Context: an optimization exercise on an open-source flow, tuned for small area. The choices shown serve that exercise and are no tape-out recipe.
The RTL was checked by simulation tests, not by an equivalence proof against the original design.
Power and IR drop assume default switching activity.

Setup of red:
Design sdhc_dma_top, start of the top module:
module sdhc_dma_top #(
   parameter int FIFO_DEPTH = 8,
   parameter int RAM_WORDS  = 64
) (
   input  logic                         CLK,
   input  logic                         reset,
   input  logic                         start,
   input  logic                         direction,
   input  logic [63:0]                  address_init,
   input  logic [15:0]                  length,
   output logic                         done,
   input  logic                         card_push,
   input  logic [31:0]                  card_wdata,
   input  logic                         card_pop,
   output logic [31:0]                  card_rdata,
   output logic                         card_empty,
   output logic                         card_full,
   input  logic                         host_we,
   input  logic [$clog2(RAM_WORDS)-1:0] host_addr,
   input  logic [31:0]                  host_wdata,
   output logic [31:0]                  host_rdata
);
export LEC_CHECK = 0
export CAP_MARGIN = 0
export CELL_PAD_IN_SITES_DETAIL_PLACEMENT = 0
export CELL_PAD_IN_SITES_GLOBAL_PLACEMENT = 0
export CORE_MARGIN = 2
export CORE_UTILIZATION = 65
export CTS_BUF_LIST = sky130_fd_sc_hd__clkbuf_16
export CTS_CLUSTER_DIAMETER = 70
export CTS_CLUSTER_SIZE = 30
export PLACE_DENSITY = 0.75
export SLEW_MARGIN = 0
export SYNTH_HIERARCHICAL = 1
create_clock -name core_clock -period 10.0 [get_ports {CLK}]
standard.sh (not shown) runs the stock make flow with config.mk's settings and CLKGATE_MAP_FILE= SYNTH_SCRIPT=/design/flow/synth_recipe.tcl, a recipe that flattens the netlist after the stock synthesis.
==> flow/flow/run.sh <==
#!/bin/bash
# Standard layout, but the port buffers use the smallest buffer cell
# instead of the one buffer_ports picks by default.
export BUFFER_PORTS_ARGS="-buffer_cell sky130_fd_sc_hd__buf_1"
bash standard.sh > standard.log 2>&1
Setup changes, red to blue
- swapping 0 for 1 in CELL_PAD_IN_SITES_GLOBAL_PLACEMENT
- swapping 0 for 1 in CELL_PAD_IN_SITES_DETAIL_PLACEMENT
- swapping 70 for 80 in CTS_CLUSTER_DIAMETER
- swapping 30 for 28 in CTS_CLUSTER_SIZE
Notes after the runs:
- Delta (blue minus red): total power saw a decrease, clock network latency to the later pin of the worst-skew pair saw little to no change, total global routing track utilization saw an increase, final cell count saw a decrease, post-synthesis cell type count saw little to no change.
--- input diff blue..green ---
- CORE_UTILIZATION changed from 65 to 60
- PLACE_DENSITY changed from 0.75 to 0.7
--- outcome ---
In green the power consumption turned out 96 uW higher than in blue. Going from blue to green, the share of cell area taken by multi-input logic gates was found to have gone up by 0.27 points. blue → green: total length of routed met2 wires -520 um; DRC violation total after the first TritonRoute iteration decreased 1809.


Setup of lane 1:
Another version of the RTL of sdhc_dma_top (not shown whole).
For scale: about 3900 cells after synthesis, ~2300 flip-flops.
// sdhc_dma_top
module sdhc_dma_top #(
   parameter int FIFO_DEPTH = 8,
   parameter int RAM_WORDS  = 64
) (
   input  logic                         CLK,
   input  logic                         reset,
   input  logic                         start,
   input  logic                         direction,
   input  logic [63:0]                  address_init,
   input  logic [15:0]                  length,
   output logic                         done,
   input  logic                         card_push,
   input  logic [31:0]                  card_wdata,
   input  logic                         card_pop,
   output logic [31:0]                  card_rdata,
   output logic                         card_empty,
   output logic                         card_full,
   input  logic                         host_we,
   input  logic [$clog2(RAM_WORDS)-1:0] host_addr,
   input  logic [31:0]                  host_wdata,
   output logic [31:0]                  host_rdata
);
Settings: LEC_CHECK=0, CAP_MARGIN=0, CELL_PAD_IN_SITES_DETAIL_PLACEMENT=1, CELL_PAD_IN_SITES_GLOBAL_PLACEMENT=1, CORE_MARGIN=2, CORE_UTILIZATION=65, CTS_BUF_LIST=sky130_fd_sc_hd__clkbuf_8, CTS_CLUSTER_DIAMETER=60, CTS_CLUSTER_SIZE=18, PLACE_DENSITY=0.75, SLEW_MARGIN=0, SYNTH_HIERARCHICAL=1; clock period 10.0 ns.
Scripts as last shown in full above: flow/flow/run.sh
Lane 1 finished all stages; the layout is clean.
Here is what was changed in the inputs of lane 2 compared with lane 1.
# lane 1
export LEC_CHECK = 0
export CAP_MARGIN = 0
export CELL_PAD_IN_SITES_DETAIL_PLACEMENT = 1
export CELL_PAD_IN_SITES_GLOBAL_PLACEMENT = 1
export CORE_MARGIN = 2
export CORE_UTILIZATION = 65
export CTS_BUF_LIST = sky130_fd_sc_hd__clkbuf_8
export CTS_CLUSTER_DIAMETER = 60
export CTS_CLUSTER_SIZE = 18
export PLACE_DENSITY = 0.75
export SLEW_MARGIN = 0
export SYNTH_HIERARCHICAL = 1
create_clock -name core_clock -period 10.0 [get_ports {CLK}]
# lane 2
export LEC_CHECK = 0
export CAP_MARGIN = 0
export CELL_PAD_IN_SITES_DETAIL_PLACEMENT = 1
export CELL_PAD_IN_SITES_GLOBAL_PLACEMENT = 1
export CORE_MARGIN = 2
export CORE_UTILIZATION = 65
export CTS_BUF_LIST = sky130_fd_sc_hd__clkbuf_16
export CTS_CLUSTER_DIAMETER = 100
export CTS_CLUSTER_SIZE = 30
export PLACE_DENSITY = 0.75
export SLEW_MARGIN = 0
export SYNTH_HIERARCHICAL = 1
create_clock -name core_clock -period 10.0 [get_ports {CLK}]
On tightest slew margin relative to the limit, lane 1 loses to lane 2. Lane 2 -> lane 1: met2 track demand over resource flat. Lane 1 and lane 2 ended up with roughly the same final instance area. Lane 2 ends up with a count of antenna diodes in the layout that is 2 higher than in lane 1. Lane 2 vs. lane 1: worst-case setup margin in the final layout went down by 5.0 ps. Lane 2 ended up with a lower switching part of the total than lane 1 did. ~same internal power of the cells in lane 2 and lane 1. Final layout net count sits lower in lane 2 than in lane 1. On lane 2: met1 usage is 0.34 points higher than what lane 1 gave.

[afterwards: timing with drivers on the ports]
The results above use ideal ports. As a check the final layouts listed here were re-extracted and re-timed, cells and wires unchanged. Step 1 sets driving cells, clkbuf_16 on the clock port and buf_2 on the other inputs (assumed; they add their load-dependent delay and slew). Step 2 moves the port delays by t, midway between the first and last clock arrival at a register: inputs arrive t later, outputs are due t later. That takes back most of the time a late clock gives input paths. Three values: ideal, step 1, step 2; two values: the first two.
| run | t, ns | slack for setup (ns) | worst data-port slew with drivers (ns) |
|---|---|---|---|
| red | 0.829 | 1.521 / 1.479 / 1.479 | 0.09 |
| blue | 0.837 | 1.299 / 1.259 / 1.259 | 0.11 |
| green | 0.841 | 1.375 / 1.326 / 1.326 | 0.11 |
| lane 1 | 1.000 | 1.527 / 1.500 / 1.500 | 0.11 |
| lane 2 | 0.804 | 1.522 / 1.492 / 1.492 | 0.11 |
After both steps setup and hold are still met in every run listed. The setup slack of green, which loses most, moves by -0.049 ns with the drivers and by -0.049 ns with both steps.
